This is an optimization exercise on Yosys and OpenROAD, whose aim is small area, a short achievable clock period and few clock cycles per item, not a production implementation. Only simulation tests tie the RTL to the original design; equivalence was not proved. Power figures rest on the tool's default switching activity, not on a simulated workload.

**design/flow/run.sh**
```bash
#!/bin/bash
# synth_recipe.tcl (not shown) runs the flow's synth.tcl, then flattens the netlist and writes it again
# the make line also repeats each setting of config.mk as NAME=value (left out here)
make -C /OpenROAD-flow-scripts/flow DESIGN_CONFIG=/design/flow/config.mk WORK_HOME=/design/flow/orfs CLKGATE_MAP_FILE= SYNTH_SCRIPT=/design/flow/synth_recipe.tcl finish
```
**design/flow/config.mk**
```make
export PLATFORM = sky130hd
export DESIGN_NAME = dot_engine_top
export DESIGN_NICKNAME = dot_engine_top
export VERILOG_FILES = /design/flow/design.v
export SDC_FILE = /design/flow/constraint.sdc
export NUM_CORES = 4
export LEC_CHECK = 0
export CAP_MARGIN = 20
export CORE_MARGIN = 2
export CORE_UTILIZATION = 40
export SLEW_MARGIN = 20
```
**design/flow/constraint.sdc**
```tcl
create_clock -name core_clock -period 5.0 [get_ports {clk}]
set_input_delay 1.0000 -clock core_clock [delete_from_list [all_inputs] [get_ports {clk}]]
set_output_delay 1.0000 -clock core_clock [all_outputs]
set_load 0.01 [all_outputs]
```
**design/flow/design.v**
```verilog
`default_nettype none
package dot_pkg;
  localparam int N_LANES = 4;
  localparam int LANE_W = 8;
  localparam int WORD_W = N_LANES * LANE_W;
  localparam int RES_W = 32;
  localparam int ACC_W = 22;
  localparam int VEC_DEPTH = 16;
  localparam int ADDR_W = 4;
endpackage
`default_nettype wire
`default_nettype none
module dp_unit (
  input wire logic clk,
  input wire logic [31:0] act_data,
  input wire logic [31:0] w_word,
  output logic [21:0] x_out,
  output logic [21:0] y_out
);
  logic [31:0] act_q;
  logic [3:0][3:0] one_q;
  logic [3:0][3:0] two_q;
  logic [3:0][3:0] neg_q;
  logic [8:0] nrow_q;
  logic [3:0][3:0] one_d;
  logic [3:0][3:0] two_d;
  logic [3:0][3:0] neg_d;
  logic [8:0] nrow_d;
  for (genvar i = 0; i < 4; i++) begin : g_enc_lane
    for (genvar k = 0; k < 4; k++) begin : g_enc_digit
      logic b2, b1, b0;
      assign b2 = w_word[i*8 + 2*k + 1];
      assign b1 = w_word[i*8 + 2*k];
      if (k == 0) begin : g_lsb
        assign b0 = 1'b0;
      end else begin : g_mid
        assign b0 = w_word[i*8 + 2*k - 1];
      end
      assign one_d[i][k] = b1 ^ b0;
      assign two_d[i][k] = (b2 & ~b1 & ~b0) | (~b2 & b1 & b0);
      assign neg_d[i][k] = b2;
    end
  end
  logic [3:0][8:0] nlane;
  for (genvar i = 0; i < 4; i++) begin : g_nrow
    assign nlane[i] = {2'b00, neg_d[i][3], 1'b0, neg_d[i][2], 1'b0, neg_d[i][1], 1'b0, neg_d[i][0]};
  end
  assign nrow_d = nlane[0] + nlane[1] + nlane[2] + nlane[3];
  always_ff @(posedge clk) begin
    act_q <= act_data;
    one_q <= one_d;
    two_q <= two_d;
    neg_q <= neg_d;
    nrow_q <= nrow_d;
  end
  logic [3:0][3:0][8:0] pp;
  for (genvar i = 0; i < 4; i++) begin : g_pp_lane
    logic [8:0] a1, a2;
    assign a1 = {act_q[i*8 + 7], act_q[i*8 +: 8]};
    assign a2 = {act_q[i*8 +: 8], 1'b0};
    for (genvar k = 0; k < 4; k++) begin : g_pp_digit
      assign pp[i][k] = ({9{one_q[i][k]}} & a1 | {9{two_q[i][k]}} & a2) ^ {9{neg_q[i][k]}};
    end
  end
  logic sb0_1;
  logic cb0_2;
  logic sb0_3;
  logic cb0_4;
  logic sb0_5;
  logic cb0_6;
  logic sb0_7;
  logic cb0_8;
  logic sb0_9;
  logic cb0_10;
  logic sb0_11;
  logic cb0_12;
  logic sb0_13;
  logic cb0_14;
  logic sb0_15;
  logic cb0_16;
  logic sb0_17;
  logic cb0_18;
  logic sb0_19;
  logic cb0_20;
  logic sb0_21;
  logic cb0_22;
  logic sb0_23;
  logic cb0_24;
  logic sb1_25;
  logic cb1_26;
  logic sb1_27;
  logic cb1_28;
  logic sb1_29;
  logic cb1_30;
  logic sb1_31;
  logic cb1_32;
  logic sb1_33;
  logic cb1_34;
  logic sb1_35;
  logic cb1_36;
  logic sb1_37;
  logic cb1_38;
  logic sb1_39;
  logic cb1_40;
  logic sb1_41;
  logic cb1_42;
  logic sb1_43;
  logic cb1_44;
  logic sb1_45;
  logic cb1_46;
  logic sb1_47;
  logic cb1_48;
  logic sb1_49;
  logic cb1_50;
  logic sb1_51;
  logic cb1_52;
  logic sb1_53;
  logic cb1_54;
  logic sb1_55;
  logic cb1_56;
  logic sb1_57;
  logic cb1_58;
  logic sb1_59;
  logic cb1_60;
  logic sb1_61;
  logic cb1_62;
  logic sb1_63;
  logic cb1_64;
  logic sb1_65;
  logic cb1_66;
  logic sb1_67;
  logic cb1_68;
  logic sb1_69;
  logic cb1_70;
  logic sb1_71;
  logic cb1_72;
  logic sb1_73;
  logic cb1_74;
  logic sb1_75;
  logic cb1_76;
  logic sb1_77;
  logic cb1_78;
  logic sb1_79;
  logic cb1_80;
  logic sb1_81;
  logic cb1_82;
  logic sb2_83;
  logic cb2_84;
  logic sb2_85;
  logic cb2_86;
  logic sb2_87;
  logic cb2_88;
  logic sb2_89;
  logic cb2_90;
  logic sb2_91;
  logic cb2_92;
  logic sb2_93;
  logic cb2_94;
  logic sb2_95;
  logic cb2_96;
  logic sb2_97;
  logic cb2_98;
  logic sb2_99;
  logic cb2_100;
  logic sb2_101;
  logic cb2_102;
  logic sb2_103;
  logic cb2_104;
  logic sb2_105;
  logic cb2_106;
  logic sb2_107;
  logic cb2_108;
  logic sb2_109;
  logic cb2_110;
  logic sb2_111;
  logic cb2_112;
  logic sb2_113;
  logic cb2_114;
  logic sb2_115;
  logic cb2_116;
  logic sb2_117;
  logic cb2_118;
  logic sb2_119;
  logic cb2_120;
  logic sb2_121;
  logic cb2_122;
  logic sb2_123;
  logic cb2_124;
  logic sb2_125;
  logic cb2_126;
  logic sb2_127;
  logic cb2_128;
  logic sb2_129;
  logic cb2_130;
  logic sb2_131;
  logic cb2_132;
  logic sb2_133;
  logic cb2_134;
  logic sb2_135;
  logic cb2_136;
  logic sb2_137;
  logic cb2_138;
  logic sb2_139;
  logic cb2_140;
  logic sb2_141;
  logic cb2_142;
  logic sb2_143;
  logic cb2_144;
  logic sb2_145;
  logic cb2_146;
  logic sb2_147;
  logic cb2_148;
  logic sb2_149;
  logic cb2_150;
  logic sc0_151;
  logic cc0_152;
  logic sc0_153;
  logic cc0_154;
  logic sc0_155;
  logic cc0_156;
  logic sc0_157;
  logic cc0_158;
  logic sc0_159;
  logic cc0_160;
  logic sc0_161;
  logic cc0_162;
  logic sc0_163;
  logic cc0_164;
  logic sc0_165;
  logic cc0_166;
  logic sc0_167;
  logic cc0_168;
  logic sc0_169;
  logic cc0_170;
  logic sc0_171;
  logic cc0_172;
  logic sc0_173;
  logic cc0_174;
  logic sc0_175;
  logic cc0_176;
  logic sc0_177;
  logic cc0_178;
  logic sc0_179;
  logic cc0_180;
  logic sc0_181;
  logic cc0_182;
  logic sc0_183;
  logic cc0_184;
  logic sc0_185;
  logic cc0_186;
  logic sc0_187;
  logic cc0_188;
  logic sc0_189;
  logic cc0_190;
  logic sc0_191;
  logic cc0_192;
  logic sc0_193;
  logic cc0_194;
  logic sc0_195;
  logic cc0_196;
  logic sc0_197;
  logic cc0_198;
  logic sc0_199;
  logic cc0_200;
  logic sc0_201;
  logic cc0_202;
  logic sc0_203;
  logic cc0_204;
  logic sc0_205;
  logic cc0_206;
  logic sc1_207;
  logic cc1_208;
  logic sc1_209;
  logic cc1_210;
  logic sc1_211;
  logic cc1_212;
  logic sc1_213;
  logic cc1_214;
  logic sc1_215;
  logic cc1_216;
  logic sc1_217;
  logic cc1_218;
  logic sc1_219;
  logic cc1_220;
  logic sc1_221;
  logic cc1_222;
  logic sc1_223;
  logic cc1_224;
  logic sc1_225;
  logic cc1_226;
  logic sc1_227;
  logic cc1_228;
  logic sc1_229;
  logic cc1_230;
  logic sc1_231;
  logic cc1_232;
  logic sc1_233;
  logic cc1_234;
  logic sc1_235;
  logic cc1_236;
  logic sc1_237;
  logic cc1_238;
  logic sc2_239;
  logic cc2_240;
  logic sc2_241;
  logic cc2_242;
  logic sc2_243;
  logic cc2_244;
  logic sc2_245;
  logic cc2_246;
  logic sc2_247;
  logic cc2_248;
  logic sc2_249;
  logic cc2_250;
  logic sc2_251;
  logic cc2_252;
  logic sc2_253;
  logic cc2_254;
  logic sc2_255;
  logic cc2_256;
  logic sc2_257;
  logic cc2_258;
  logic sc2_259;
  logic cc2_260;
  logic sc2_261;
  logic cc2_262;
  logic sc2_263;
  logic cc2_264;
  logic sc2_265;
  logic cc2_266;
  logic sc2_267;
  logic cc2_268;
  logic sc2_269;
  logic cc2_270;
  assign sb0_1 = pp[0][0][6] ^ pp[0][1][4] ^ pp[0][2][2];
  assign cb0_2 = (pp[0][0][6] & pp[0][1][4]) | (pp[0][0][6] & pp[0][2][2]) | (pp[0][1][4] & pp[0][2][2]);
  assign sb0_3 = pp[0][3][0] ^ pp[1][0][6] ^ pp[1][1][4];
  assign cb0_4 = (pp[0][3][0] & pp[1][0][6]) | (pp[0][3][0] & pp[1][1][4]) | (pp[1][0][6] & pp[1][1][4]);
  assign sb0_5 = pp[0][0][7] ^ pp[0][1][5] ^ pp[0][2][3];
  assign cb0_6 = (pp[0][0][7] & pp[0][1][5]) | (pp[0][0][7] & pp[0][2][3]) | (pp[0][1][5] & pp[0][2][3]);
  assign sb0_7 = pp[0][3][1] ^ pp[1][0][7] ^ pp[1][1][5];
  assign cb0_8 = (pp[0][3][1] & pp[1][0][7]) | (pp[0][3][1] & pp[1][1][5]) | (pp[1][0][7] & pp[1][1][5]);
  assign sb0_9 = pp[1][2][3] ^ pp[1][3][1] ^ pp[2][0][7];
  assign cb0_10 = (pp[1][2][3] & pp[1][3][1]) | (pp[1][2][3] & pp[2][0][7]) | (pp[1][3][1] & pp[2][0][7]);
  assign sb0_11 = ~pp[0][0][8] ^ pp[0][1][6] ^ pp[0][2][4];
  assign cb0_12 = (~pp[0][0][8] & pp[0][1][6]) | (~pp[0][0][8] & pp[0][2][4]) | (pp[0][1][6] & pp[0][2][4]);
  assign sb0_13 = pp[0][3][2] ^ ~pp[1][0][8] ^ pp[1][1][6];
  assign cb0_14 = (pp[0][3][2] & ~pp[1][0][8]) | (pp[0][3][2] & pp[1][1][6]) | (~pp[1][0][8] & pp[1][1][6]);
  assign sb0_15 = pp[1][2][4] ^ pp[1][3][2] ^ ~pp[2][0][8];
  assign cb0_16 = (pp[1][2][4] & pp[1][3][2]) | (pp[1][2][4] & ~pp[2][0][8]) | (pp[1][3][2] & ~pp[2][0][8]);
  assign sb0_17 = pp[2][1][6] ^ pp[2][2][4];
  assign cb0_18 = pp[2][1][6] & pp[2][2][4];
  assign sb0_19 = pp[0][1][7] ^ pp[0][2][5] ^ pp[0][3][3];
  assign cb0_20 = (pp[0][1][7] & pp[0][2][5]) | (pp[0][1][7] & pp[0][3][3]) | (pp[0][2][5] & pp[0][3][3]);
  assign sb0_21 = pp[1][1][7] ^ pp[1][2][5];
  assign cb0_22 = pp[1][1][7] & pp[1][2][5];
  assign sb0_23 = ~pp[0][1][8] ^ pp[0][2][6] ^ pp[0][3][4];
  assign cb0_24 = (~pp[0][1][8] & pp[0][2][6]) | (~pp[0][1][8] & pp[0][3][4]) | (pp[0][2][6] & pp[0][3][4]);
  assign sb1_25 = pp[0][0][4] ^ pp[0][1][2] ^ pp[0][2][0];
  assign cb1_26 = (pp[0][0][4] & pp[0][1][2]) | (pp[0][0][4] & pp[0][2][0]) | (pp[0][1][2] & pp[0][2][0]);
  assign sb1_27 = pp[1][0][4] ^ pp[1][1][2] ^ pp[1][2][0];
  assign cb1_28 = (pp[1][0][4] & pp[1][1][2]) | (pp[1][0][4] & pp[1][2][0]) | (pp[1][1][2] & pp[1][2][0]);
  assign sb1_29 = pp[0][0][5] ^ pp[0][1][3] ^ pp[0][2][1];
  assign cb1_30 = (pp[0][0][5] & pp[0][1][3]) | (pp[0][0][5] & pp[0][2][1]) | (pp[0][1][3] & pp[0][2][1]);
  assign sb1_31 = pp[1][0][5] ^ pp[1][1][3] ^ pp[1][2][1];
  assign cb1_32 = (pp[1][0][5] & pp[1][1][3]) | (pp[1][0][5] & pp[1][2][1]) | (pp[1][1][3] & pp[1][2][1]);
  assign sb1_33 = pp[2][0][5] ^ pp[2][1][3] ^ pp[2][2][1];
  assign cb1_34 = (pp[2][0][5] & pp[2][1][3]) | (pp[2][0][5] & pp[2][2][1]) | (pp[2][1][3] & pp[2][2][1]);
  assign sb1_35 = pp[1][2][2] ^ pp[1][3][0] ^ pp[2][0][6];
  assign cb1_36 = (pp[1][2][2] & pp[1][3][0]) | (pp[1][2][2] & pp[2][0][6]) | (pp[1][3][0] & pp[2][0][6]);
  assign sb1_37 = pp[2][1][4] ^ pp[2][2][2] ^ pp[2][3][0];
  assign cb1_38 = (pp[2][1][4] & pp[2][2][2]) | (pp[2][1][4] & pp[2][3][0]) | (pp[2][2][2] & pp[2][3][0]);
  assign sb1_39 = pp[3][0][6] ^ pp[3][1][4] ^ pp[3][2][2];
  assign cb1_40 = (pp[3][0][6] & pp[3][1][4]) | (pp[3][0][6] & pp[3][2][2]) | (pp[3][1][4] & pp[3][2][2]);
  assign sb1_41 = pp[3][3][0] ^ nrow_q[6];
  assign cb1_42 = pp[3][3][0] & nrow_q[6];
  assign sb1_43 = pp[2][1][5] ^ pp[2][2][3] ^ pp[2][3][1];
  assign cb1_44 = (pp[2][1][5] & pp[2][2][3]) | (pp[2][1][5] & pp[2][3][1]) | (pp[2][2][3] & pp[2][3][1]);
  assign sb1_45 = pp[3][0][7] ^ pp[3][1][5] ^ pp[3][2][3];
  assign cb1_46 = (pp[3][0][7] & pp[3][1][5]) | (pp[3][0][7] & pp[3][2][3]) | (pp[3][1][5] & pp[3][2][3]);
  assign sb1_47 = pp[3][3][1] ^ nrow_q[7] ^ cb0_2;
  assign cb1_48 = (pp[3][3][1] & nrow_q[7]) | (pp[3][3][1] & cb0_2) | (nrow_q[7] & cb0_2);
  assign sb1_49 = cb0_4 ^ sb0_5 ^ sb0_7;
  assign cb1_50 = (cb0_4 & sb0_5) | (cb0_4 & sb0_7) | (sb0_5 & sb0_7);
  assign sb1_51 = pp[2][3][2] ^ ~pp[3][0][8] ^ pp[3][1][6];
  assign cb1_52 = (pp[2][3][2] & ~pp[3][0][8]) | (pp[2][3][2] & pp[3][1][6]) | (~pp[3][0][8] & pp[3][1][6]);
  assign sb1_53 = pp[3][2][4] ^ pp[3][3][2] ^ nrow_q[8];
  assign cb1_54 = (pp[3][2][4] & pp[3][3][2]) | (pp[3][2][4] & nrow_q[8]) | (pp[3][3][2] & nrow_q[8]);
  assign sb1_55 = cb0_6 ^ cb0_8 ^ cb0_10;
  assign cb1_56 = (cb0_6 & cb0_8) | (cb0_6 & cb0_10) | (cb0_8 & cb0_10);
  assign sb1_57 = sb0_11 ^ sb0_13 ^ sb0_15;
  assign cb1_58 = (sb0_11 & sb0_13) | (sb0_11 & sb0_15) | (sb0_13 & sb0_15);
  assign sb1_59 = pp[1][3][3] ^ pp[2][1][7] ^ pp[2][2][5];
  assign cb1_60 = (pp[1][3][3] & pp[2][1][7]) | (pp[1][3][3] & pp[2][2][5]) | (pp[2][1][7] & pp[2][2][5]);
  assign sb1_61 = pp[2][3][3] ^ pp[3][1][7] ^ pp[3][2][5];
  assign cb1_62 = (pp[2][3][3] & pp[3][1][7]) | (pp[2][3][3] & pp[3][2][5]) | (pp[3][1][7] & pp[3][2][5]);
  assign sb1_63 = pp[3][3][3] ^ cb0_12 ^ cb0_14;
  assign cb1_64 = (pp[3][3][3] & cb0_12) | (pp[3][3][3] & cb0_14) | (cb0_12 & cb0_14);
  assign sb1_65 = cb0_16 ^ cb0_18 ^ sb0_19;
  assign cb1_66 = (cb0_16 & cb0_18) | (cb0_16 & sb0_19) | (cb0_18 & sb0_19);
  assign sb1_67 = ~pp[1][1][8] ^ pp[1][2][6] ^ pp[1][3][4];
  assign cb1_68 = (~pp[1][1][8] & pp[1][2][6]) | (~pp[1][1][8] & pp[1][3][4]) | (pp[1][2][6] & pp[1][3][4]);
  assign sb1_69 = ~pp[2][1][8] ^ pp[2][2][6] ^ pp[2][3][4];
  assign cb1_70 = (~pp[2][1][8] & pp[2][2][6]) | (~pp[2][1][8] & pp[2][3][4]) | (pp[2][2][6] & pp[2][3][4]);
  assign sb1_71 = ~pp[3][1][8] ^ pp[3][2][6] ^ pp[3][3][4];
  assign cb1_72 = (~pp[3][1][8] & pp[3][2][6]) | (~pp[3][1][8] & pp[3][3][4]) | (pp[3][2][6] & pp[3][3][4]);
  assign sb1_73 = 1'b1 ^ cb0_20 ^ cb0_22;
  assign cb1_74 = (1'b1 & cb0_20) | (1'b1 & cb0_22) | (cb0_20 & cb0_22);
  assign sb1_75 = pp[0][2][7] ^ pp[0][3][5] ^ pp[1][2][7];
  assign cb1_76 = (pp[0][2][7] & pp[0][3][5]) | (pp[0][2][7] & pp[1][2][7]) | (pp[0][3][5] & pp[1][2][7]);
  assign sb1_77 = pp[1][3][5] ^ pp[2][2][7] ^ pp[2][3][5];
  assign cb1_78 = (pp[1][3][5] & pp[2][2][7]) | (pp[1][3][5] & pp[2][3][5]) | (pp[2][2][7] & pp[2][3][5]);
  assign sb1_79 = pp[3][2][7] ^ pp[3][3][5];
  assign cb1_80 = pp[3][2][7] & pp[3][3][5];
  assign sb1_81 = ~pp[0][2][8] ^ pp[0][3][6] ^ ~pp[1][2][8];
  assign cb1_82 = (~pp[0][2][8] & pp[0][3][6]) | (~pp[0][2][8] & ~pp[1][2][8]) | (pp[0][3][6] & ~pp[1][2][8]);
  assign sb2_83 = pp[0][0][2] ^ pp[0][1][0] ^ pp[1][0][2];
  assign cb2_84 = (pp[0][0][2] & pp[0][1][0]) | (pp[0][0][2] & pp[1][0][2]) | (pp[0][1][0] & pp[1][0][2]);
  assign sb2_85 = pp[1][1][0] ^ pp[2][0][2];
  assign cb2_86 = pp[1][1][0] & pp[2][0][2];
  assign sb2_87 = pp[0][0][3] ^ pp[0][1][1] ^ pp[1][0][3];
  assign cb2_88 = (pp[0][0][3] & pp[0][1][1]) | (pp[0][0][3] & pp[1][0][3]) | (pp[0][1][1] & pp[1][0][3]);
  assign sb2_89 = pp[1][1][1] ^ pp[2][0][3] ^ pp[2][1][1];
  assign cb2_90 = (pp[1][1][1] & pp[2][0][3]) | (pp[1][1][1] & pp[2][1][1]) | (pp[2][0][3] & pp[2][1][1]);
  assign sb2_91 = pp[3][0][3] ^ pp[3][1][1];
  assign cb2_92 = pp[3][0][3] & pp[3][1][1];
  assign sb2_93 = pp[2][0][4] ^ pp[2][1][2] ^ pp[2][2][0];
  assign cb2_94 = (pp[2][0][4] & pp[2][1][2]) | (pp[2][0][4] & pp[2][2][0]) | (pp[2][1][2] & pp[2][2][0]);
  assign sb2_95 = pp[3][0][4] ^ pp[3][1][2] ^ pp[3][2][0];
  assign cb2_96 = (pp[3][0][4] & pp[3][1][2]) | (pp[3][0][4] & pp[3][2][0]) | (pp[3][1][2] & pp[3][2][0]);
  assign sb2_97 = nrow_q[4] ^ sb1_25 ^ sb1_27;
  assign cb2_98 = (nrow_q[4] & sb1_25) | (nrow_q[4] & sb1_27) | (sb1_25 & sb1_27);
  assign sb2_99 = pp[3][0][5] ^ pp[3][1][3] ^ pp[3][2][1];
  assign cb2_100 = (pp[3][0][5] & pp[3][1][3]) | (pp[3][0][5] & pp[3][2][1]) | (pp[3][1][3] & pp[3][2][1]);
  assign sb2_101 = nrow_q[5] ^ cb1_26 ^ cb1_28;
  assign cb2_102 = (nrow_q[5] & cb1_26) | (nrow_q[5] & cb1_28) | (cb1_26 & cb1_28);
  assign sb2_103 = sb1_29 ^ sb1_31 ^ sb1_33;
  assign cb2_104 = (sb1_29 & sb1_31) | (sb1_29 & sb1_33) | (sb1_31 & sb1_33);
  assign sb2_105 = sb0_1 ^ sb0_3 ^ cb1_30;
  assign cb2_106 = (sb0_1 & sb0_3) | (sb0_1 & cb1_30) | (sb0_3 & cb1_30);
  assign sb2_107 = cb1_32 ^ cb1_34 ^ sb1_35;
  assign cb2_108 = (cb1_32 & cb1_34) | (cb1_32 & sb1_35) | (cb1_34 & sb1_35);
  assign sb2_109 = sb1_37 ^ sb1_39 ^ sb1_41;
  assign cb2_110 = (sb1_37 & sb1_39) | (sb1_37 & sb1_41) | (sb1_39 & sb1_41);
  assign sb2_111 = sb0_9 ^ cb1_36 ^ cb1_38;
  assign cb2_112 = (sb0_9 & cb1_36) | (sb0_9 & cb1_38) | (cb1_36 & cb1_38);
  assign sb2_113 = cb1_40 ^ cb1_42 ^ sb1_43;
  assign cb2_114 = (cb1_40 & cb1_42) | (cb1_40 & sb1_43) | (cb1_42 & sb1_43);
  assign sb2_115 = sb1_45 ^ sb1_47 ^ sb1_49;
  assign cb2_116 = (sb1_45 & sb1_47) | (sb1_45 & sb1_49) | (sb1_47 & sb1_49);
  assign sb2_117 = sb0_17 ^ cb1_44 ^ cb1_46;
  assign cb2_118 = (sb0_17 & cb1_44) | (sb0_17 & cb1_46) | (cb1_44 & cb1_46);
  assign sb2_119 = cb1_48 ^ cb1_50 ^ sb1_51;
  assign cb2_120 = (cb1_48 & cb1_50) | (cb1_48 & sb1_51) | (cb1_50 & sb1_51);
  assign sb2_121 = sb1_53 ^ sb1_55 ^ sb1_57;
  assign cb2_122 = (sb1_53 & sb1_55) | (sb1_53 & sb1_57) | (sb1_55 & sb1_57);
  assign sb2_123 = sb0_21 ^ cb1_52 ^ cb1_54;
  assign cb2_124 = (sb0_21 & cb1_52) | (sb0_21 & cb1_54) | (cb1_52 & cb1_54);
  assign sb2_125 = cb1_56 ^ cb1_58 ^ sb1_59;
  assign cb2_126 = (cb1_56 & cb1_58) | (cb1_56 & sb1_59) | (cb1_58 & sb1_59);
  assign sb2_127 = sb1_61 ^ sb1_63 ^ sb1_65;
  assign cb2_128 = (sb1_61 & sb1_63) | (sb1_61 & sb1_65) | (sb1_63 & sb1_65);
  assign sb2_129 = sb0_23 ^ cb1_60 ^ cb1_62;
  assign cb2_130 = (sb0_23 & cb1_60) | (sb0_23 & cb1_62) | (cb1_60 & cb1_62);
  assign sb2_131 = cb1_64 ^ cb1_66 ^ sb1_67;
  assign cb2_132 = (cb1_64 & cb1_66) | (cb1_64 & sb1_67) | (cb1_66 & sb1_67);
  assign sb2_133 = sb1_69 ^ sb1_71 ^ sb1_73;
  assign cb2_134 = (sb1_69 & sb1_71) | (sb1_69 & sb1_73) | (sb1_71 & sb1_73);
  assign sb2_135 = 1'b1 ^ cb0_24 ^ cb1_68;
  assign cb2_136 = (1'b1 & cb0_24) | (1'b1 & cb1_68) | (cb0_24 & cb1_68);
  assign sb2_137 = cb1_70 ^ cb1_72 ^ cb1_74;
  assign cb2_138 = (cb1_70 & cb1_72) | (cb1_70 & cb1_74) | (cb1_72 & cb1_74);
  assign sb2_139 = sb1_75 ^ sb1_77 ^ sb1_79;
  assign cb2_140 = (sb1_75 & sb1_77) | (sb1_75 & sb1_79) | (sb1_77 & sb1_79);
  assign sb2_141 = pp[1][3][6] ^ ~pp[2][2][8] ^ pp[2][3][6];
  assign cb2_142 = (pp[1][3][6] & ~pp[2][2][8]) | (pp[1][3][6] & pp[2][3][6]) | (~pp[2][2][8] & pp[2][3][6]);
  assign sb2_143 = ~pp[3][2][8] ^ pp[3][3][6] ^ cb1_76;
  assign cb2_144 = (~pp[3][2][8] & pp[3][3][6]) | (~pp[3][2][8] & cb1_76) | (pp[3][3][6] & cb1_76);
  assign sb2_145 = cb1_78 ^ cb1_80 ^ sb1_81;
  assign cb2_146 = (cb1_78 & cb1_80) | (cb1_78 & sb1_81) | (cb1_80 & sb1_81);
  assign sb2_147 = pp[0][3][7] ^ pp[1][3][7] ^ pp[2][3][7];
  assign cb2_148 = (pp[0][3][7] & pp[1][3][7]) | (pp[0][3][7] & pp[2][3][7]) | (pp[1][3][7] & pp[2][3][7]);
  assign sb2_149 = pp[3][3][7] ^ 1'b1;
  assign cb2_150 = pp[3][3][7] & 1'b1;
  assign sc0_151 = cut_q[0] ^ cut_q[1];
  assign cc0_152 = cut_q[0] & cut_q[1];
  assign sc0_153 = cut_q[5] ^ cut_q[6] ^ cut_q[7];
  assign cc0_154 = (cut_q[5] & cut_q[6]) | (cut_q[5] & cut_q[7]) | (cut_q[6] & cut_q[7]);
  assign sc0_155 = cut_q[10] ^ cut_q[11] ^ cut_q[12];
  assign cc0_156 = (cut_q[10] & cut_q[11]) | (cut_q[10] & cut_q[12]) | (cut_q[11] & cut_q[12]);
  assign sc0_157 = cut_q[13] ^ cut_q[14];
  assign cc0_158 = cut_q[13] & cut_q[14];
  assign sc0_159 = cut_q[16] ^ cut_q[17] ^ cut_q[18];
  assign cc0_160 = (cut_q[16] & cut_q[17]) | (cut_q[16] & cut_q[18]) | (cut_q[17] & cut_q[18]);
  assign sc0_161 = cut_q[19] ^ cut_q[20] ^ cut_q[21];
  assign cc0_162 = (cut_q[19] & cut_q[20]) | (cut_q[19] & cut_q[21]) | (cut_q[20] & cut_q[21]);
  assign sc0_163 = cut_q[22] ^ cut_q[23] ^ cut_q[24];
  assign cc0_164 = (cut_q[22] & cut_q[23]) | (cut_q[22] & cut_q[24]) | (cut_q[23] & cut_q[24]);
  assign sc0_165 = cut_q[25] ^ cut_q[26] ^ cut_q[27];
  assign cc0_166 = (cut_q[25] & cut_q[26]) | (cut_q[25] & cut_q[27]) | (cut_q[26] & cut_q[27]);
  assign sc0_167 = cut_q[28] ^ cut_q[29] ^ cut_q[30];
  assign cc0_168 = (cut_q[28] & cut_q[29]) | (cut_q[28] & cut_q[30]) | (cut_q[29] & cut_q[30]);
  assign sc0_169 = cut_q[31] ^ cut_q[32] ^ cut_q[33];
  assign cc0_170 = (cut_q[31] & cut_q[32]) | (cut_q[31] & cut_q[33]) | (cut_q[32] & cut_q[33]);
  assign sc0_171 = cut_q[34] ^ cut_q[35] ^ cut_q[36];
  assign cc0_172 = (cut_q[34] & cut_q[35]) | (cut_q[34] & cut_q[36]) | (cut_q[35] & cut_q[36]);
  assign sc0_173 = cut_q[37] ^ cut_q[38] ^ cut_q[39];
  assign cc0_174 = (cut_q[37] & cut_q[38]) | (cut_q[37] & cut_q[39]) | (cut_q[38] & cut_q[39]);
  assign sc0_175 = cut_q[40] ^ cut_q[41] ^ cut_q[42];
  assign cc0_176 = (cut_q[40] & cut_q[41]) | (cut_q[40] & cut_q[42]) | (cut_q[41] & cut_q[42]);
  assign sc0_177 = cut_q[43] ^ cut_q[44] ^ cut_q[45];
  assign cc0_178 = (cut_q[43] & cut_q[44]) | (cut_q[43] & cut_q[45]) | (cut_q[44] & cut_q[45]);
  assign sc0_179 = cut_q[46] ^ cut_q[47] ^ cut_q[48];
  assign cc0_180 = (cut_q[46] & cut_q[47]) | (cut_q[46] & cut_q[48]) | (cut_q[47] & cut_q[48]);
  assign sc0_181 = cut_q[49] ^ cut_q[50] ^ cut_q[51];
  assign cc0_182 = (cut_q[49] & cut_q[50]) | (cut_q[49] & cut_q[51]) | (cut_q[50] & cut_q[51]);
  assign sc0_183 = cut_q[52] ^ cut_q[53] ^ cut_q[54];
  assign cc0_184 = (cut_q[52] & cut_q[53]) | (cut_q[52] & cut_q[54]) | (cut_q[53] & cut_q[54]);
  assign sc0_185 = cut_q[55] ^ cut_q[56] ^ cut_q[57];
  assign cc0_186 = (cut_q[55] & cut_q[56]) | (cut_q[55] & cut_q[57]) | (cut_q[56] & cut_q[57]);
  assign sc0_187 = cut_q[58] ^ cut_q[59] ^ cut_q[60];
  assign cc0_188 = (cut_q[58] & cut_q[59]) | (cut_q[58] & cut_q[60]) | (cut_q[59] & cut_q[60]);
  assign sc0_189 = cut_q[61] ^ cut_q[62] ^ cut_q[63];
  assign cc0_190 = (cut_q[61] & cut_q[62]) | (cut_q[61] & cut_q[63]) | (cut_q[62] & cut_q[63]);
  assign sc0_191 = cut_q[64] ^ cut_q[65] ^ cut_q[66];
  assign cc0_192 = (cut_q[64] & cut_q[65]) | (cut_q[64] & cut_q[66]) | (cut_q[65] & cut_q[66]);
  assign sc0_193 = cut_q[67] ^ cut_q[68] ^ cut_q[69];
  assign cc0_194 = (cut_q[67] & cut_q[68]) | (cut_q[67] & cut_q[69]) | (cut_q[68] & cut_q[69]);
  assign sc0_195 = cut_q[70] ^ cut_q[71] ^ cut_q[72];
  assign cc0_196 = (cut_q[70] & cut_q[71]) | (cut_q[70] & cut_q[72]) | (cut_q[71] & cut_q[72]);
  assign sc0_197 = cut_q[73] ^ cut_q[74] ^ cut_q[75];
  assign cc0_198 = (cut_q[73] & cut_q[74]) | (cut_q[73] & cut_q[75]) | (cut_q[74] & cut_q[75]);
  assign sc0_199 = cut_q[76] ^ cut_q[77] ^ cut_q[78];
  assign cc0_200 = (cut_q[76] & cut_q[77]) | (cut_q[76] & cut_q[78]) | (cut_q[77] & cut_q[78]);
  assign sc0_201 = cut_q[79] ^ cut_q[80] ^ cut_q[81];
  assign cc0_202 = (cut_q[79] & cut_q[80]) | (cut_q[79] & cut_q[81]) | (cut_q[80] & cut_q[81]);
  assign sc0_203 = cut_q[82] ^ cut_q[83] ^ cut_q[84];
  assign cc0_204 = (cut_q[82] & cut_q[83]) | (cut_q[82] & cut_q[84]) | (cut_q[83] & cut_q[84]);
  assign sc0_205 = cut_q[85] ^ cut_q[86] ^ cut_q[87];
  assign cc0_206 = (cut_q[85] & cut_q[86]) | (cut_q[85] & cut_q[87]) | (cut_q[86] & cut_q[87]);
  assign sc1_207 = cut_q[2] ^ cut_q[3];
  assign cc1_208 = cut_q[2] & cut_q[3];
  assign sc1_209 = cut_q[8] ^ cut_q[9] ^ cc0_152;
  assign cc1_210 = (cut_q[8] & cut_q[9]) | (cut_q[8] & cc0_152) | (cut_q[9] & cc0_152);
  assign sc1_211 = cut_q[15] ^ cc0_154 ^ sc0_155;
  assign cc1_212 = (cut_q[15] & cc0_154) | (cut_q[15] & sc0_155) | (cc0_154 & sc0_155);
  assign sc1_213 = cc0_156 ^ cc0_158 ^ sc0_159;
  assign cc1_214 = (cc0_156 & cc0_158) | (cc0_156 & sc0_159) | (cc0_158 & sc0_159);
  assign sc1_215 = cc0_160 ^ cc0_162 ^ sc0_163;
  assign cc1_216 = (cc0_160 & cc0_162) | (cc0_160 & sc0_163) | (cc0_162 & sc0_163);
  assign sc1_217 = cc0_164 ^ cc0_166 ^ sc0_167;
  assign cc1_218 = (cc0_164 & cc0_166) | (cc0_164 & sc0_167) | (cc0_166 & sc0_167);
  assign sc1_219 = cc0_168 ^ cc0_170 ^ sc0_171;
  assign cc1_220 = (cc0_168 & cc0_170) | (cc0_168 & sc0_171) | (cc0_170 & sc0_171);
  assign sc1_221 = cc0_172 ^ cc0_174 ^ sc0_175;
  assign cc1_222 = (cc0_172 & cc0_174) | (cc0_172 & sc0_175) | (cc0_174 & sc0_175);
  assign sc1_223 = cc0_176 ^ cc0_178 ^ sc0_179;
  assign cc1_224 = (cc0_176 & cc0_178) | (cc0_176 & sc0_179) | (cc0_178 & sc0_179);
  assign sc1_225 = cc0_180 ^ cc0_182 ^ sc0_183;
  assign cc1_226 = (cc0_180 & cc0_182) | (cc0_180 & sc0_183) | (cc0_182 & sc0_183);
  assign sc1_227 = cc0_184 ^ cc0_186 ^ sc0_187;
  assign cc1_228 = (cc0_184 & cc0_186) | (cc0_184 & sc0_187) | (cc0_186 & sc0_187);
  assign sc1_229 = cc0_188 ^ cc0_190 ^ sc0_191;
  assign cc1_230 = (cc0_188 & cc0_190) | (cc0_188 & sc0_191) | (cc0_190 & sc0_191);
  assign sc1_231 = cc0_192 ^ cc0_194 ^ sc0_195;
  assign cc1_232 = (cc0_192 & cc0_194) | (cc0_192 & sc0_195) | (cc0_194 & sc0_195);
  assign sc1_233 = cc0_196 ^ cc0_198 ^ sc0_199;
  assign cc1_234 = (cc0_196 & cc0_198) | (cc0_196 & sc0_199) | (cc0_198 & sc0_199);
  assign sc1_235 = cc0_200 ^ cc0_202 ^ sc0_203;
  assign cc1_236 = (cc0_200 & cc0_202) | (cc0_200 & sc0_203) | (cc0_202 & sc0_203);
  assign sc1_237 = 1'b1 ^ cc0_204;
  assign cc1_238 = 1'b1 & cc0_204;
  assign sc2_239 = cut_q[4] ^ sc0_151;
  assign cc2_240 = cut_q[4] & sc0_151;
  assign sc2_241 = sc0_153 ^ cc1_208 ^ sc1_209;
  assign cc2_242 = (sc0_153 & cc1_208) | (sc0_153 & sc1_209) | (cc1_208 & sc1_209);
  assign sc2_243 = sc0_157 ^ cc1_210 ^ sc1_211;
  assign cc2_244 = (sc0_157 & cc1_210) | (sc0_157 & sc1_211) | (cc1_210 & sc1_211);
  assign sc2_245 = sc0_161 ^ cc1_212 ^ sc1_213;
  assign cc2_246 = (sc0_161 & cc1_212) | (sc0_161 & sc1_213) | (cc1_212 & sc1_213);
  assign sc2_247 = sc0_165 ^ cc1_214 ^ sc1_215;
  assign cc2_248 = (sc0_165 & cc1_214) | (sc0_165 & sc1_215) | (cc1_214 & sc1_215);
  assign sc2_249 = sc0_169 ^ cc1_216 ^ sc1_217;
  assign cc2_250 = (sc0_169 & cc1_216) | (sc0_169 & sc1_217) | (cc1_216 & sc1_217);
  assign sc2_251 = sc0_173 ^ cc1_218 ^ sc1_219;
  assign cc2_252 = (sc0_173 & cc1_218) | (sc0_173 & sc1_219) | (cc1_218 & sc1_219);
  assign sc2_253 = sc0_177 ^ cc1_220 ^ sc1_221;
  assign cc2_254 = (sc0_177 & cc1_220) | (sc0_177 & sc1_221) | (cc1_220 & sc1_221);
  assign sc2_255 = sc0_181 ^ cc1_222 ^ sc1_223;
  assign cc2_256 = (sc0_181 & cc1_222) | (sc0_181 & sc1_223) | (cc1_222 & sc1_223);
  assign sc2_257 = sc0_185 ^ cc1_224 ^ sc1_225;
  assign cc2_258 = (sc0_185 & cc1_224) | (sc0_185 & sc1_225) | (cc1_224 & sc1_225);
  assign sc2_259 = sc0_189 ^ cc1_226 ^ sc1_227;
  assign cc2_260 = (sc0_189 & cc1_226) | (sc0_189 & sc1_227) | (cc1_226 & sc1_227);
  assign sc2_261 = sc0_193 ^ cc1_228 ^ sc1_229;
  assign cc2_262 = (sc0_193 & cc1_228) | (sc0_193 & sc1_229) | (cc1_228 & sc1_229);
  assign sc2_263 = sc0_197 ^ cc1_230 ^ sc1_231;
  assign cc2_264 = (sc0_197 & cc1_230) | (sc0_197 & sc1_231) | (cc1_230 & sc1_231);
  assign sc2_265 = sc0_201 ^ cc1_232 ^ sc1_233;
  assign cc2_266 = (sc0_201 & cc1_232) | (sc0_201 & sc1_233) | (cc1_232 & sc1_233);
  assign sc2_267 = sc0_205 ^ cc1_234 ^ sc1_235;
  assign cc2_268 = (sc0_205 & cc1_234) | (sc0_205 & sc1_235) | (cc1_234 & sc1_235);
  assign sc2_269 = cc0_206 ^ cc1_236 ^ sc1_237;
  assign cc2_270 = (cc0_206 & cc1_236) | (cc0_206 & sc1_237) | (cc1_236 & sc1_237);
  logic [87:0] cut_q;
  logic [21:0] x_q;
  logic [21:0] y_q;
  always_ff @(posedge clk) begin
      cut_q[0] <= pp[0][0][0];
      cut_q[1] <= pp[1][0][0];
      cut_q[2] <= pp[2][0][0];
      cut_q[3] <= pp[3][0][0];
      cut_q[4] <= nrow_q[0];
      cut_q[5] <= pp[0][0][1];
      cut_q[6] <= pp[1][0][1];
      cut_q[7] <= pp[2][0][1];
      cut_q[8] <= pp[3][0][1];
      cut_q[9] <= nrow_q[1];
      cut_q[10] <= pp[2][1][0];
      cut_q[11] <= pp[3][0][2];
      cut_q[12] <= pp[3][1][0];
      cut_q[13] <= nrow_q[2];
      cut_q[14] <= sb2_83;
      cut_q[15] <= sb2_85;
      cut_q[16] <= nrow_q[3];
      cut_q[17] <= cb2_84;
      cut_q[18] <= cb2_86;
      cut_q[19] <= sb2_87;
      cut_q[20] <= sb2_89;
      cut_q[21] <= sb2_91;
      cut_q[22] <= cb2_88;
      cut_q[23] <= cb2_90;
      cut_q[24] <= cb2_92;
      cut_q[25] <= sb2_93;
      cut_q[26] <= sb2_95;
      cut_q[27] <= sb2_97;
      cut_q[28] <= cb2_94;
      cut_q[29] <= cb2_96;
      cut_q[30] <= cb2_98;
      cut_q[31] <= sb2_99;
      cut_q[32] <= sb2_101;
      cut_q[33] <= sb2_103;
      cut_q[34] <= cb2_100;
      cut_q[35] <= cb2_102;
      cut_q[36] <= cb2_104;
      cut_q[37] <= sb2_105;
      cut_q[38] <= sb2_107;
      cut_q[39] <= sb2_109;
      cut_q[40] <= cb2_106;
      cut_q[41] <= cb2_108;
      cut_q[42] <= cb2_110;
      cut_q[43] <= sb2_111;
      cut_q[44] <= sb2_113;
      cut_q[45] <= sb2_115;
      cut_q[46] <= cb2_112;
      cut_q[47] <= cb2_114;
      cut_q[48] <= cb2_116;
      cut_q[49] <= sb2_117;
      cut_q[50] <= sb2_119;
      cut_q[51] <= sb2_121;
      cut_q[52] <= cb2_118;
      cut_q[53] <= cb2_120;
      cut_q[54] <= cb2_122;
      cut_q[55] <= sb2_123;
      cut_q[56] <= sb2_125;
      cut_q[57] <= sb2_127;
      cut_q[58] <= cb2_124;
      cut_q[59] <= cb2_126;
      cut_q[60] <= cb2_128;
      cut_q[61] <= sb2_129;
      cut_q[62] <= sb2_131;
      cut_q[63] <= sb2_133;
      cut_q[64] <= cb2_130;
      cut_q[65] <= cb2_132;
      cut_q[66] <= cb2_134;
      cut_q[67] <= sb2_135;
      cut_q[68] <= sb2_137;
      cut_q[69] <= sb2_139;
      cut_q[70] <= cb2_136;
      cut_q[71] <= cb2_138;
      cut_q[72] <= cb2_140;
      cut_q[73] <= sb2_141;
      cut_q[74] <= sb2_143;
      cut_q[75] <= sb2_145;
      cut_q[76] <= cb1_82;
      cut_q[77] <= cb2_142;
      cut_q[78] <= cb2_144;
      cut_q[79] <= cb2_146;
      cut_q[80] <= sb2_147;
      cut_q[81] <= sb2_149;
      cut_q[82] <= ~pp[0][3][8];
      cut_q[83] <= ~pp[1][3][8];
      cut_q[84] <= ~pp[2][3][8];
      cut_q[85] <= ~pp[3][3][8];
      cut_q[86] <= cb2_148;
      cut_q[87] <= cb2_150;
  end
  always_ff @(posedge clk) begin
      x_q[0] <= sc1_207;
      x_q[1] <= cc2_240;
      x_q[2] <= cc2_242;
      x_q[3] <= cc2_244;
      x_q[4] <= cc2_246;
      x_q[5] <= cc2_248;
      x_q[6] <= cc2_250;
      x_q[7] <= cc2_252;
      x_q[8] <= cc2_254;
      x_q[9] <= cc2_256;
      x_q[10] <= cc2_258;
      x_q[11] <= cc2_260;
      x_q[12] <= cc2_262;
      x_q[13] <= cc2_264;
      x_q[14] <= cc2_266;
      x_q[15] <= cc2_268;
      x_q[16] <= cc1_238;
      x_q[17] <= 1'b1;
      x_q[18] <= 1'b1;
      x_q[19] <= 1'b1;
      x_q[20] <= 1'b1;
      x_q[21] <= 1'b1;
      y_q[0] <= sc2_239;
      y_q[1] <= sc2_241;
      y_q[2] <= sc2_243;
      y_q[3] <= sc2_245;
      y_q[4] <= sc2_247;
      y_q[5] <= sc2_249;
      y_q[6] <= sc2_251;
      y_q[7] <= sc2_253;
      y_q[8] <= sc2_255;
      y_q[9] <= sc2_257;
      y_q[10] <= sc2_259;
      y_q[11] <= sc2_261;
      y_q[12] <= sc2_263;
      y_q[13] <= sc2_265;
      y_q[14] <= sc2_267;
      y_q[15] <= sc2_269;
      y_q[16] <= cc2_270;
      y_q[17] <= 1'b0;
      y_q[18] <= 1'b0;
      y_q[19] <= 1'b0;
      y_q[20] <= 1'b0;
      y_q[21] <= 1'b0;
  end
  assign x_out = x_q;
  assign y_out = y_q;
endmodule
`default_nettype wire
`default_nettype none
module weight_buffer (
  input wire logic clk,
  input wire logic wr_en,
  input wire logic [dot_pkg::ADDR_W-1:0] wr_addr,
  input wire logic [dot_pkg::WORD_W-1:0] wr_data,
  input wire logic [dot_pkg::ADDR_W-1:0] rd_addr,
  output logic [dot_pkg::WORD_W-1:0] rd_data
);
  logic [dot_pkg::WORD_W-1:0] mem [dot_pkg::VEC_DEPTH];
  always_ff @(posedge clk) begin
    if (wr_en) begin
      mem[wr_addr] <= wr_data;
    end
  end
  assign rd_data = mem[rd_addr];
endmodule
`default_nettype wire
`default_nettype none
module dot_accumulator (
  input wire logic clk,
  input wire logic clear,
  input wire logic add,
  input wire logic [dot_pkg::ACC_W-1:0] x_in,
  input wire logic [dot_pkg::ACC_W-1:0] y_in,
  output logic signed [dot_pkg::RES_W-1:0] acc
);
  logic [dot_pkg::ACC_W-1:0] acc_q;
  assign acc = dot_pkg::RES_W'($signed(acc_q));
  always_ff @(posedge clk) begin
    if (clear) begin
      acc_q <= '0;
    end else if (add) begin
      acc_q <= acc_q + x_in + y_in;
    end
  end
endmodule
`default_nettype wire
`default_nettype none
module dot_ctrl (
  input wire logic clk,
  input wire logic reset,
  input wire logic start,
  input wire logic [dot_pkg::ADDR_W-1:0] vec_last,
  input wire logic act_valid,
  input wire logic w_wr,
  output logic busy,
  output logic done,
  output logic buf_wr_en,
  output logic [dot_pkg::ADDR_W-1:0] rd_addr,
  output logic acc_clear,
  output logic acc_add
);
  logic busy_q;
  logic strm_q;
  logic [dot_pkg::ADDR_W-1:0] cnt_q;
  logic [dot_pkg::ADDR_W-1:0] last_q;
  logic done_q;
  logic [2:0] vld_q;
  logic [2:0] fin_q;
  logic is_idle;
  logic accept;
  logic finish;
  assign is_idle = !busy_q;
  assign accept = act_valid && strm_q;
  assign finish = vld_q[2] && fin_q[2];
  assign busy = busy_q;
  assign done = done_q;
  assign buf_wr_en = w_wr && is_idle;
  assign rd_addr = cnt_q;
  assign acc_clear = start && is_idle;
  assign acc_add = vld_q[2];
  always_ff @(posedge clk) begin
    if (reset) begin
      busy_q <= 1'b0;
      strm_q <= 1'b0;
      cnt_q <= '0;
      last_q <= '0;
      done_q <= 1'b0;
      vld_q <= '0;
      fin_q <= '0;
    end else begin
      done_q <= finish;
      vld_q <= {vld_q[1:0], accept};
      fin_q <= {fin_q[1:0], accept && (cnt_q == last_q)};
      if (is_idle) begin
        if (start) begin
          busy_q <= 1'b1;
          strm_q <= 1'b1;
          cnt_q <= '0;
          last_q <= vec_last;
        end
      end else begin
        if (accept) begin
          cnt_q <= cnt_q + 1'b1;
          if (cnt_q == last_q) begin
            strm_q <= 1'b0;
          end
        end
        if (finish) begin
          busy_q <= 1'b0;
        end
      end
    end
  end
endmodule
`default_nettype wire
`default_nettype none
module dot_engine_top (
  input wire logic clk,
  input wire logic reset,
  input wire logic w_wr,
  input wire logic [dot_pkg::ADDR_W-1:0] w_addr,
  input wire logic [dot_pkg::WORD_W-1:0] w_data,
  input wire logic start,
  input wire logic [dot_pkg::ADDR_W-1:0] vec_last,
  input wire logic act_valid,
  input wire logic [dot_pkg::WORD_W-1:0] act_data,
  output logic busy,
  output logic done,
  output logic signed [dot_pkg::RES_W-1:0] result
);
  logic buf_wr_en;
  logic [dot_pkg::ADDR_W-1:0] rd_addr;
  logic [dot_pkg::WORD_W-1:0] rd_data;
  logic acc_clear;
  logic acc_add;
  logic [dot_pkg::ACC_W-1:0] x_sum;
  logic [dot_pkg::ACC_W-1:0] y_sum;
  dot_ctrl dot_ctrl_i (
    .clk, .reset, .start, .vec_last, .act_valid, .w_wr,
    .busy, .done, .buf_wr_en, .rd_addr, .acc_clear, .acc_add
  );
  weight_buffer weight_buffer_i (
    .clk, .wr_en(buf_wr_en), .wr_addr(w_addr), .wr_data(w_data),
    .rd_addr, .rd_data
  );
  dp_unit dp_unit_i (
    .clk, .act_data, .w_word(rd_data), .x_out(x_sum), .y_out(y_sum)
  );
  dot_accumulator dot_accumulator_i (
    .clk, .clear(acc_clear), .add(acc_add), .x_in(x_sum), .y_in(y_sum), .acc(result)
  );
endmodule
`default_nettype wire
```
==> notes.md <==
-- cells by family (layout without fill, tap and decap cells) --
family | Yosys count | count (layout) | share of synthesized area [%]
and+or+nand+nor | 203 | 203 | 2.96
xor gates and xnor gates | 176 | 176 | 4.69
other | 0 | 3 | 0
AOI/OAI and AO/OA | 222 | 222 | 4.58
DFF | 766 | 766 | 62.3
muxes | 173 | 173 | 11.3
buffers and inverters | 307 | 460 | 3.88
adders and majority gates | 185 | 185 | 10.3
-- state kept, by name (all words and copies together) (netlist names), 4 cells and up, named ones only --
signal                   count
dp_unit_i.cut_q             88
dot_ctrl_i.last_q            4
dp_unit_i.nrow_q             9
dp_unit_i.two_q             16
dp_unit_i.one_q             16
dot_accumulator_i.acc_q     22
dp_unit_i.neg_q             16
dot_ctrl_i.cnt_q             4
weight_buffer_i.mem        512
dp_unit_i.y_q               17
dp_unit_i.act_q             32
dp_unit_i.x_q               17
-- metal layers --
layer	vias to the layer above	track usage, %	routed length, um
li1	7602	-	-
met1	8921	23.9	31200
met2	535	31.1	39300
met3	126	2.89	3940
met4	4	6.31	2300
met5	-	0	26
-- Yosys cell counts (13+ instances only) --
cell,number,area share [%]
edfxtp_1,512,47
dfxtp_1,254,15
inv_1,170,1.9
mux4_2,158,11
fa_1,143,8.7
a22oi_1,112,2.6
xnor2_1,97,2.6
clkbuf_1,92,1.1
xor2_1,79,2.1
nand2_1,61,0.70
ha_1,42,1.6
nor2_1,41,0.47
o21ai_0,30,0.46
a21oi_1,29,0.44
nand3_1,24,0.37
nor3_1,22,0.34
buf_2,14,0.21
nand2b_1,13,0.25
-- power by group through the flow --
stage	registers [mW]	clock network [mW]	logic [mW]
6_report	7.48	6.02	3.39
5_1_grt	7.53	6.42	3.88
4_1_cts	7.49	6.16	3.48
3_5_place_dp	7.63	0	3.44
3_3_place_gp	7.61	0	3.40
2_1_floorplan	7.49	0	2.41
-- worst paths after layout --
kind	from	end	slack (ns)	cells past startpoint
worst min-delay path	dp_unit_i.nrow_q[0]	dp_unit_i.cut_q[4]	0.33	0
worst max-delay path	flip-flop	dp_unit_i.nrow_q[8]	1.20	10
worst max register to register	flip-flop	dp_unit_i.nrow_q[8]	1.20	10
worst min register to register	dp_unit_i.nrow_q[0]	dp_unit_i.cut_q[4]	0.33	0
-- per-stage QoR --
step | hold slack (ns) | setup slack, ns | utilization [%] | instance area, um^2
floorplan | 0.310 | 0.782 | - | 32900
global placement | 0.319 | 1.16 | 42.9 | 35000
detailed placement | 0.318 | 1.16 | 42.9 | 35000
CTS | 0.331 | 1.15 | 46.2 | 37700
global route | 0.339 | 0.866 | 46.2 | 37700
finish | 0.329 | 1.20 | 46.2 | 37700
-- cells in the final DEF, fill, tap and decap left out, drive strengths merged, types with 10 or more instances in the layout --
cell type	instances
mux4	158
nand2b	13
clkbuf	111
fa	143
mux2i	11
a21oi	29
buf	30
nand2	61
o21ai	43
xnor2	97
inv	173
clkdlybuf4s50	110
nor2	41
a22oi	112
ha	42
xor2	79
nand4	10
clkinv	28
dfxtp	254
edfxtp	512
nor3	22
nand3	24
-- final cells by class --
cell class	count	share of cell area, %
repair buffers	140	3.58
clock buffers	111	6.00
well taps	1070	3.55
diodes	3	0.0199
inverters	171	1.70
flip-flops and latches	766	54.2
multi-input cells	959	29.8
clock inverters	38	1.15
==> metrics list <==
* Final-layout setup total negative slack: 0 ns
- Leakage Power: 13.1 nW
- HP Class: reg -> reg
- The worst setup path is captured at a flip-flop.
- Max Clock Skew: 0.0542 ns
* Share of total power in combinational logic: 20.1%
* Overall track demand over capacity in global routing: 18.3%
* ANT nets after route: 0
- The initialized floorplan defines 105 standard-cell rows.
* Total via count in the routed design: 17200
- Number of fill cells: 7017
- The root buffer cell chosen for the clock tree is clkbuf_16.
* Number of hold violations in the final report: 0
- In this run the power density over the cells is 448 nW/um^2.
- Critical Path AT: 4.30 ns
- DP HPWL: 51000 um
* Largest net degree at the start of global routing: 47
- The most used flip-flop cell after synthesis is edfxtp_1.
- Footprint of the multi-input gates: 11200 um^2
- Counting every sink on the clock net gives 766.
- Clock-pin slew was measured on the worst setup and hold paths at 0.06 ns.
- For this block, the initial DRC count from the detailed router was 1423.
* Total die area: 84500 um^2
* Max-slew headroom: 33.5%
- Chain of cells forming the critical path: buf_4, mux4_2, mux4_2, ha_1, inv_1, fa_1, inv_1, ha_1, a31oi_1, o21bai_1
* Setup-failing EPs final: 0
- Routed WL: 76800 um
* Port Buffer Count: 110
- Worst path slowest cell: dfxtp_4
- In this run, flip-flops and latches consume 44.3% of the power.
* Buffers and inverters on the worst path: 3
* Reported net switching power: 4.73 mW
* H-Tree Level Count: 3
- The largest single stage delay on the critical path is 0.60 ns.
* Distinct cells, synth: 58
- Setup repair after global routing missed its margin: false
- STA classifies the critical path startpoint as a flip-flop.
- The synthesized netlist occupies a cell area of 32900 um^2.
- Synthesized area per cell: 16.2 um^2
* Die outline height: 291 um
- After synthesis, flip-flops and latches occupy 62.3% of the total area.
* Global-route wire length before repair: 115000 um
* Fin cells: 3258
- Once the floorplan was initialized, standard cells occupied 40.2% of the core.
* Sequential cell area: 20500 um^2
* Result of the run: no timing/DRC/antenna violations
- After detailed routing, the average wire length per cell comes to 23.6 um.
- Fraction of layout instances using a drive strength above 1: 15.2%
- Clock network power share: 35.6%
- Before antenna repair, the detailed router went through 5 iterations.
- Net switching fraction of the power: 28.0%
- Buffer levels on the longest clock path: 3
- For this run the aggregate overflow at the end of global routing stands at 0.
- TritonCTS created 81 clock buffers.
* Ys Warns: 4
- Measured along the x axis, the die boundary spans 291 um.
* TritonCTS clock tree: done
- Of the available clock period, the critical path in the final layout requires 76.0%.
- Overall power: 16.9 mW
- The internal power of the cells totals 12.2 mW.
* Flip-flop and latch count after synthesis: 766
- Antenna violations before repair: 8
- The cell count after synthesis came out at 2032.
- Timing would allow up to 0.263 GHz.
* Tightest Pin Transition: 0.997 ns
- Grouping stages by cell kind, the critical path spends the most delay in multiplexers.
- 111 I/O pins were placed.
- Hold-fix buffer count after cts: 0
- Maximum VDD drop: 0.294 mV
- The number of gates resized after CTS was 0.
- Insertion delay to the later sink of the worst-skew pair: 0.64 ns
- Placed cell count: 3106
- The core region is 81700 um^2.
- For this run, asynchronously set or reset flops after synthesis account for 0%.
* Synthesized Nets: 2294
- The tool flagged a number of max-cap violations equal to 0.
- Crit Path Class: reg -> reg
* Synthesis-to-layout area growth: 14.9%
- The via count of the first global-routing pass is 17900.
- The smallest clock period supported by the final layout is computed as 3.80 ns.
* Setup fix buffers added after clock tree synthesis: 0
- In this run the worst path has a maximum fanout of 20.
* DRC violations left: 0
* Average via count per standard cell: 5.28
- Post-synth EDFFs: 512
- Worst EP required: 5.50 ns
- The count of final max-slew check failures was 0.
* Global placer's final weighted congestion: 0.830
* Layout net count: 2381
Testbench counts, summed over its fixed seeds: cycles 16,139, items 1,280.

## what the ideal ports hide
In the flow no input, the clock included, has a driving cell. The finished layout below was timed again as built, in two steps. Step 1: set_driving_cell puts a clkbuf_16 on clk and a buf_2 on each other input, an assumption about the parent block. Step 2, shift: input delay + t, output delay - t, t = (earliest + latest rising clock arrival at the registers) / 2. This alone moves slack from input paths to output paths. Slacks: ideal ports / drivers / drivers and shift; pairs: ideal ports / drivers.
t, ns: 0.676
setup WS [ns]: 1.200 / 1.200 / 1.200
pins driven straight from the clock port: 1
After both steps setup and hold are still met in this run. The setup slack of this run moves by 0.000 ns with the drivers and by 0.000 ns with both steps.
